This design comes from an exercise in tuning for small area, a short achievable clock period and few clock cycles on the open sky130 flow, not from production work.
Only simulation tests tie the RTL to the original design; equivalence was not proved.

==> inputs of 12-08 <==
## positional_sequence_store_core
module positional_sequence_store_core (
  input  wire logic         clk_i,
  input  wire logic         rst_ni,
  input  wire logic         s_axis_tvalid_i,
  output logic              s_axis_tready_o,
  input  wire logic [39:0]  s_axis_tdata_i,   
  input  wire logic [2:0]   s_axis_tuser_i,   
  output logic              m_axis_tvalid_o,
  input  wire logic         m_axis_tready_i,
  output logic      [111:0] m_axis_tdata_o,   
  output logic      [1:0]   m_axis_tuser_o    
);
  localparam int unsigned N  = 64;
  localparam int unsigned DW = 32;
  localparam int unsigned QD = 5;    
  localparam logic [2:0] KIND_INSERT  = 3'd0;
  localparam logic [2:0] KIND_REMOVE  = 3'd1;
  localparam logic [2:0] KIND_READ    = 3'd2;
  localparam logic [2:0] KIND_SEARCH  = 3'd3;
  localparam logic [2:0] KIND_REVERSE = 3'd4;
  localparam logic [2:0] KIND_SUMMARY = 3'd5;
  localparam logic [1:0] ST_OK    = 2'd0;
  localparam logic [1:0] ST_EMPTY = 2'd1;
  localparam logic [1:0] ST_FULL  = 2'd2;
  localparam logic [1:0] ST_RANGE = 2'd3;
  function automatic logic [N-1:0] therm(input logic [5:0] x);
    for (int i = 0; i < N; i++) begin
      logic r;
      r = 1'b1;
      for (int b = 0; b < 6; b++) r = ((i >> b) & 1) ? (r | ~x[b]) : (r & ~x[b]);
      therm[i] = r;
    end
  endfunction
  function automatic logic [N-1:0] onehot(input logic [5:0] x);
    for (int i = 0; i < N; i++) onehot[i] = (6'(i) == x);
  endfunction
  function automatic logic [7:0] dec8(input logic [2:0] x);
    for (int i = 0; i < 8; i++) dec8[i] = (3'(i) == x);
  endfunction
  function automatic logic slt(input logic [31:0] a, input logic [31:0] b);
    slt = $signed(a) < $signed(b);
  endfunction
  function automatic logic [31:0] pick(input logic [31:0] a, input logic va,
                                      input logic [31:0] b, input logic vb,
                                      input logic b_wins);
    pick = (vb && (!va || b_wins)) ? b : a;
  endfunction
  logic [5:0]  base_q, tail_q;
  logic [6:0]  n_q;
  logic        rev_q;
  logic        av_q;
  logic [31:0] aval_q;
  logic [1:0]  ast_q;
  ...
Settings: LEC_CHECK=0, CAP_MARGIN=20, CORE_MARGIN=2, CORE_UTILIZATION=50, SETUP_SLACK_MARGIN=2.0, SLEW_MARGIN=20; clock period 6.0 ns.
run.sh (not shown) runs the stock make flow with config.mk's settings and CLKGATE_MAP_FILE= SYNTH_SCRIPT=/design/flow/synth_recipe.tcl, a recipe that flattens the netlist after the stock synthesis.
==> 02-11 (differences from 12-08) <==
--- a/flow/design.v
+++ b/flow/design.v
@@ -70,21 +70,24 @@
                                       input logic [31:0] b, input logic vb,
                                       input logic b_wins);
     pick = (vb && (!va || b_wins)) ? b : a;
   endfunction
   logic [5:0]  base_q, tail_q;
   logic [6:0]  n_q;
   logic        rev_q;
+  logic [5:0]  basep1_q, tailp1_q, tailp2_q, tailm1_q;
+  logic [6:0]  np1_q, nm1_q, nm2_q;
+  logic [N-1:0] valid_q;    
   logic        av_q;
   logic [31:0] aval_q;
   logic [1:0]  ast_q;
   logic [5:0]  aa_q, as_q, at_q;
+  logic        aw_q;
   logic [7:0]  agoh_q, aloh_q;
   logic        ains_q, arem_q, ard_q, asrch_q, asum_q, asume_q, arev_q;
-  logic [3:0]  ag_q;
   logic [QD-1:0]       qv_q, qsum_q, qfound_q;
   logic [QD-1:0][1:0]  qst_q;
   logic [QD-1:0][31:0] qval_q;
   logic [QD-1:0][6:0]  qcnt_q;
   logic [31:0] accmin_q, accmax_q;
   logic        accnd_q, accni_q, accv_q, sdone_q;
   logic        scan_q;
@@ -109,130 +112,125 @@
     .hold_i (hold),
     .up_i   (up),
     .ld_i   (ldg),
     .wdata_i(aval_q),
     .q_o    (q)
   );
   logic pop, qfree, sumfree, exec, accept;
-  logic [$clog2(QD+1)-1:0] qc;
-  always_comb begin
-    qc = '0;
-    for (int i = 0; i < QD; i++) qc = qc + qv_q[i];
-  end
   assign m_axis_tvalid_o = qv_q[0] && (!qsum_q[0] || sdone_q);
   assign m_axis_tuser_o  = qst_q[0];
   assign m_axis_tdata_o  = {6'b0, accni_q & qsum_q[0], accnd_q & qsum_q[0],
                             accmax_q & {32{qsum_q[0]}}, accmin_q & {32{qsum_q[0]}},
                             qcnt_q[0], qfound_q[0], qval_q[0]};
   assign pop     = m_axis_tvalid_o && m_axis_tready_i;
   assign qfree   = !qv_q[QD-1] || pop;
   assign sumfree = !(|(qv_q & qsum_q)) || (pop && qsum_q[0]);
   assign exec    = av_q && !scan_q && qfree && (!asum_q || sumfree) && (!asume_q || sumfree);
   assign s_axis_tready_o = !av_q || exec;
   assign accept  = s_axis_tvalid_i && s_axis_tready_o;
+  logic       x_ins, x_rem, rev_x;
   logic [5:0] base_x, tail_x, tm1_x;
-  logic [6:0] n_x, nm1_x;
-  logic       rev_x;
+  logic [6:0] n_x;
+  assign x_ins = av_q && ains_q;
+  assign x_rem = av_q && arem_q;
   always_comb begin
-    base_x = base_q;
-    tail_x = tail_q;
-    n_x    = n_q;
-    rev_x  = rev_q;
-    if (av_q) begin
-      if (ains_q) begin
-        tail_x = tail_q + 6'd1;
-        n_x    = n_q + 7'd1;
-      end
-      if (arem_q) begin
-        base_x = base_q + 6'd1;
-        n_x    = n_q - 7'd1;
-      end
-      if (arev_q) rev_x = ~rev_q;
-    end
-    tm1_x = tail_x - 6'd1;
-    nm1_x = n_x - 7'd1;
+    base_x = x_rem ? basep1_q : base_q;
+    tail_x = x_ins ? tailp1_q : tail_q;
+    tm1_x  = x_ins ? tail_q : tailm1_q;
+    n_x    = x_ins ? np1_q : (x_rem ? nm1_q : n_q);
+    rev_x  = rev_q ^ (av_q && arev_q);
   end
   logic [2:0]  in_kind;
   logic [6:0]  in_pos;
+  logic [5:0]  pos6, npos6;
   logic [1:0]  d_st;
   logic [5:0]  d_a, d_s, d_t, bp, tp, tp1;
-  logic [6:0]  d_g;
   logic        d_ins, d_rem, d_rd, d_sum, d_empty, d_ge, d_ge1, d_p0;
+  logic        c_n, c_np1, c_nm1, c_nm2;
+  logic [5:0]  s_b0, s_b1, s_t0, s_t1, s_t2;
   assign in_kind = s_axis_tuser_i;
   assign in_pos  = s_axis_tdata_i[6:0];
+  assign pos6    = in_pos[5:0];
+  assign npos6   = ~in_pos[5:0];
   always_comb begin
-    d_empty = (n_x == 7'd0);
-    d_ge    = (in_pos >= n_x);
-    d_ge1   = (in_pos >= nm1_x);
+    c_n   = (in_pos >= n_q);
+    c_np1 = (in_pos >= np1_q);
+    c_nm1 = (in_pos >= nm1_q);
+    c_nm2 = (in_pos >= nm2_q);
+    d_ge  = x_ins ? c_np1 : (x_rem ? c_nm1 : c_n);       
+    d_ge1 = x_ins ? c_n   : (x_rem ? c_nm2 : c_nm1);     
+    d_empty = x_ins ? 1'b0 : (x_rem ? (nm1_q == 7'd0) : (n_q == 7'd0));
     d_p0    = (in_pos == 7'd0);
     d_ins   = (in_kind == KIND_INSERT) && !n_x[6];
     d_rem   = (in_kind == KIND_REMOVE) && !d_empty;
     d_rd    = (in_kind == KIND_READ) && !d_empty && !d_ge;
     d_sum   = (in_kind == KIND_SUMMARY) && !d_empty;
     d_st    = ST_OK;
     unique case (in_kind)
       KIND_INSERT:  if (n_x[6]) d_st = ST_FULL;
       KIND_REMOVE:  if (d_empty) d_st = ST_EMPTY;
       KIND_READ:    if (d_empty) d_st = ST_EMPTY; else if (d_ge) d_st = ST_RANGE;
       KIND_SUMMARY: if (d_empty) d_st = ST_EMPTY;
       default: ;
     endcase
-    bp  = base_x + in_pos[5:0];
-    tp  = tail_x - in_pos[5:0];
-    tp1 = tail_x + ~in_pos[5:0];
+    s_b0 = base_q + pos6;
+    s_b1 = basep1_q + pos6;
+    s_t0 = tail_q + npos6;       
+    s_t1 = tailp1_q + npos6;     
+    s_t2 = tailp2_q + npos6;     
+    bp  = x_rem ? s_b1 : s_b0;                
+    tp1 = x_ins ? s_t1 : s_t0;                
+    tp  = x_ins ? s_t2 : s_t1;                
     unique case (in_kind)
       KIND_INSERT: d_a = d_ge ? (rev_x ? base_x : tail_x) : (rev_x ? tp : bp);
       KIND_REMOVE: d_a = d_p0 ? (rev_x ? tm1_x : base_x) :
                          d_ge1 ? (rev_x ? base_x : tm1_x) : (rev_x ? tp1 : bp);
       KIND_SUMMARY: d_a = base_x;
       default:     d_a = rev_x ? tp1 : bp;
     endcase
     if (in_kind == KIND_INSERT) begin
       d_s = d_a;
       d_t = tail_x;
     end else begin
       d_s = base_x;
       d_t = d_a;
     end
-    d_g = (7'({4'd0, base_x[2:0]}) + nm1_x) >> 3;
   end
   always_ff @(posedge clk_i) begin
     if (accept) begin
       aval_q  <= s_axis_tdata_i[38:7];
       ast_q   <= d_st;
       aa_q    <= d_a;
       as_q    <= d_s;
       at_q    <= d_t;
+      aw_q    <= (d_s > d_t);
       agoh_q  <= dec8(d_a[5:3]);
       aloh_q  <= dec8(d_a[2:0]);
       ains_q  <= d_ins;
       arem_q  <= d_rem;
       ard_q   <= d_rd;
       asrch_q <= (in_kind == KIND_SEARCH);
       asum_q  <= d_sum;
       asume_q <= (in_kind == KIND_SUMMARY) && d_empty;
       arev_q  <= (in_kind == KIND_REVERSE);
-      ag_q    <= d_g[3:0];
     end
   end
   logic [N-1:0] valid, pvalid, upd, hit;
   always_comb begin
-    valid = n_q[6] ? '1 : ((base_q <= tail_q) ? (therm(base_q) & ~therm(tail_q))
-                                              : (therm(base_q) | ~therm(tail_q)));
+    valid = valid_q;
     for (int i = 0; i < N; i++) begin
-      pvalid[i] = valid[i] && valid[(i + N - 1) % N] && (6'(i) != base_q);
+      pvalid[i] = valid[i] && valid[(i + N - 1) % N] && !(n_q[6] && (6'(i) == base_q));
       hit[i]    = (q[i*DW +: DW] == aval_q);
     end
     begin
       logic [N-1:0] le_s, le_t;
       le_s = ~therm(as_q) | onehot(as_q);    
       le_t = ~therm(at_q) | onehot(at_q);    
-      if (as_q < at_q)      upd = ~le_s & le_t;
-      else if (as_q > at_q) upd = ~le_s | le_t;
-      else                  upd = '0;
+      if (aw_q) upd = ~le_s | le_t;
+      else      upd = ~le_s & le_t;    
     end
     for (int i = 0; i < N; i++) begin
       ld[i] = ains_q && (6'(i) == aa_q);
       en[i] = exec && ((ains_q && ((6'(i) == aa_q) || upd[i])) || (arem_q && upd[i]));
     end
     hold = ~en;
     up   = en & ~ld;
@@ -254,15 +252,17 @@
         pv[j] = pv[j] | (pvalid[g * 8 + j] & goh[g]);
       end
     end
     rdval = '0;
     for (int j = 0; j < 8; j++) rdval = rdval | (x[j] & {DW{aloh_q[j]}});
   end
   logic scan_go;
+  logic [6:0] ngm1;
   assign scan_go = (exec && asum_q) || scan_q;
+  assign ngm1    = (7'({4'd0, base_q[2:0]}) + nm1_q) >> 3;    
   logic [7:0]  lt, gt;
   logic        viol_nd, viol_ni;
   logic [3:0][31:0] mn1_d, mx1_d;
   logic [3:0]  v1_d;
   always_comb begin
     for (int j = 0; j < 8; j++) begin
       lt[j] = slt(x0_q[j], (j == 0) ? prev_q : x0_q[(j + 7) % 8]);
@@ -278,20 +278,20 @@
   end
   always_ff @(posedge clk_i) begin
     if (scan_go) begin
       x0_q      <= x;
       v0_q      <= vm;
       prev_q    <= x0_q[7];
       l0first_q <= !scan_q;
-      l0last_q  <= scan_q ? (left_q == 4'd1) : (ag_q == 4'd0);
+      l0last_q  <= scan_q ? (left_q == 4'd1) : (ngm1 == 7'd0);
       pv0_q     <= pv & {7'h7f, scan_q};
     end
     if (exec && asum_q) begin
       sgoh_q <= {agoh_q[6:0], agoh_q[7]};
-      left_q <= ag_q;
+      left_q <= ngm1[3:0];
     end else if (scan_q) begin
       sgoh_q <= {sgoh_q[6:0], sgoh_q[7]};
       left_q <= left_q - 4'd1;
     end
     mn1_q    <= mn1_d;
     mx1_q    <= mx1_d;
     v1_q     <= v1_d & {4{l0v_q}};
@@ -319,15 +319,16 @@
     r_found = asrch_q && |(hit & valid);
     r_sum   = asum_q || asume_q;
     r_cnt   = ains_q ? n_q + 7'd1 : (arem_q ? n_q - 7'd1 : n_q);
   end
   always_ff @(posedge clk_i) begin
     for (int i = 0; i < QD; i++) begin
       logic take_new, take_next;
-      take_new  = exec && ((pop ? qc - 1 : qc) == i);
+      take_new  = exec && (pop ? (qv_q[i] && (i == QD - 1 || !qv_q[(i + 1) % QD]))
+                               : (!qv_q[i] && (i == 0 || qv_q[(i + QD - 1) % QD])));
       take_next = pop && (i < QD - 1);
       if (take_new) begin
         qsum_q[i]   <= r_sum;
         qfound_q[i] <= r_found;
         qst_q[i]    <= r_st;
         qval_q[i]   <= r_val;
         qcnt_q[i]   <= r_cnt;
@@ -341,14 +342,22 @@
     end
   end
   always_ff @(posedge clk_i or negedge rst_ni) begin
     if (!rst_ni) begin
       base_q   <= '0;
       tail_q   <= '0;
       n_q      <= '0;
+      basep1_q <= 6'd1;
+      tailp1_q <= 6'd1;
+      tailp2_q <= 6'd2;
+      tailm1_q <= 6'd63;
+      np1_q    <= 7'd1;
+      nm1_q    <= 7'h7f;
+      nm2_q    <= 7'h7e;
+      valid_q  <= '0;
       rev_q    <= 1'b0;
       av_q     <= 1'b0;
       qv_q     <= '0;
       scan_q   <= 1'b0;
       l0v_q    <= 1'b0;
       l1v_q    <= 1'b0;
       l2v_q    <= 1'b0;
@@ -357,27 +366,44 @@
       accmin_q <= '0;
       accmax_q <= '0;
       accnd_q  <= 1'b0;
       accni_q  <= 1'b0;
       accv_q   <= 1'b0;
     end else begin
       if (exec) begin
-        base_q <= base_x;
-        tail_q <= tail_x;
-        n_q    <= n_x;
-        rev_q  <= rev_x;
+        if (ains_q) begin
+          tail_q   <= tailp1_q;
+          tailp1_q <= tailp2_q;
+          tailp2_q <= tailp2_q + 6'd1;
+          tailm1_q <= tail_q;
+          n_q      <= np1_q;
+          np1_q    <= np1_q + 7'd1;
+          nm1_q    <= n_q;
+          nm2_q    <= nm1_q;
+          valid_q  <= valid_q | onehot(tail_q);
+        end
+        if (arem_q) begin
+          base_q   <= basep1_q;
+          basep1_q <= basep1_q + 6'd1;
+          n_q      <= nm1_q;
+          np1_q    <= n_q;
+          nm1_q    <= nm2_q;
+          nm2_q    <= nm2_q - 7'd1;
+          valid_q  <= valid_q & ~onehot(base_q);
+        end
+        if (arev_q) rev_q <= ~rev_q;
       end
       av_q <= accept || (av_q && !exec);
       begin
         logic [QD-1:0] nv;
         nv = pop ? (qv_q >> 1) : qv_q;
         if (exec) nv = {nv[QD-2:0], 1'b1};
         qv_q <= nv;
       end
-      if (exec && asum_q) scan_q <= (ag_q != 4'd0);
+      if (exec && asum_q) scan_q <= (ngm1 != 7'd0);
       else if (scan_q && left_q == 4'd1) scan_q <= 1'b0;
       l0v_q <= scan_go;
       l1v_q <= l0v_q;
       l2v_q <= l1v_q;
       l3v_q <= l2v_q;
       if (exec && asume_q) begin
         accmin_q <= '0;
Settings changed: CORE_UTILIZATION 50 to 40, SETUP_SLACK_MARGIN 2.0 to 2.5.
==> notes <==
Between 02-11 and 12-08, the lower area after synthesis is in 12-08 (gap 2.3%, measured against 12-08). 02-11 never finished: it broke off in global routing on GRT-0116. 12-08 never finished: it broke off in global routing. Of 12-08 and 02-11, 02-11 has the higher synthesized cell count (gap about 2.5%, measured against 02-11).
==> figures <==
item                                                                  12-08                   02-11
Initial core utilization                                              0.501                   0.402
Mean instance size in the synthesized netlist                      9.19 µm²                9.17 µm²
Area after detailed placement                                     0.188 mm²               0.197 mm²
Status                                               stopped before the end  stopped before the end
Last stage reached                                           global routing          global routing
Count of unique library cells instantiated by Yosys                     103                      94
Number of synthesized register bits                                    3218                    3324
Clock tree sinks                                                       3218                    3324
Post-DP HPWL                                                      958000 µm              1130000 µm
Post-synth EDFFs                                                        611                     608
Horizontal die dimension                                             598 µm                  676 µm
Testbench counts of 12-08, summed over its fixed seeds: cycles 16,500.
Testbench counts of 02-11, summed over its fixed seeds: cycles 16,500.
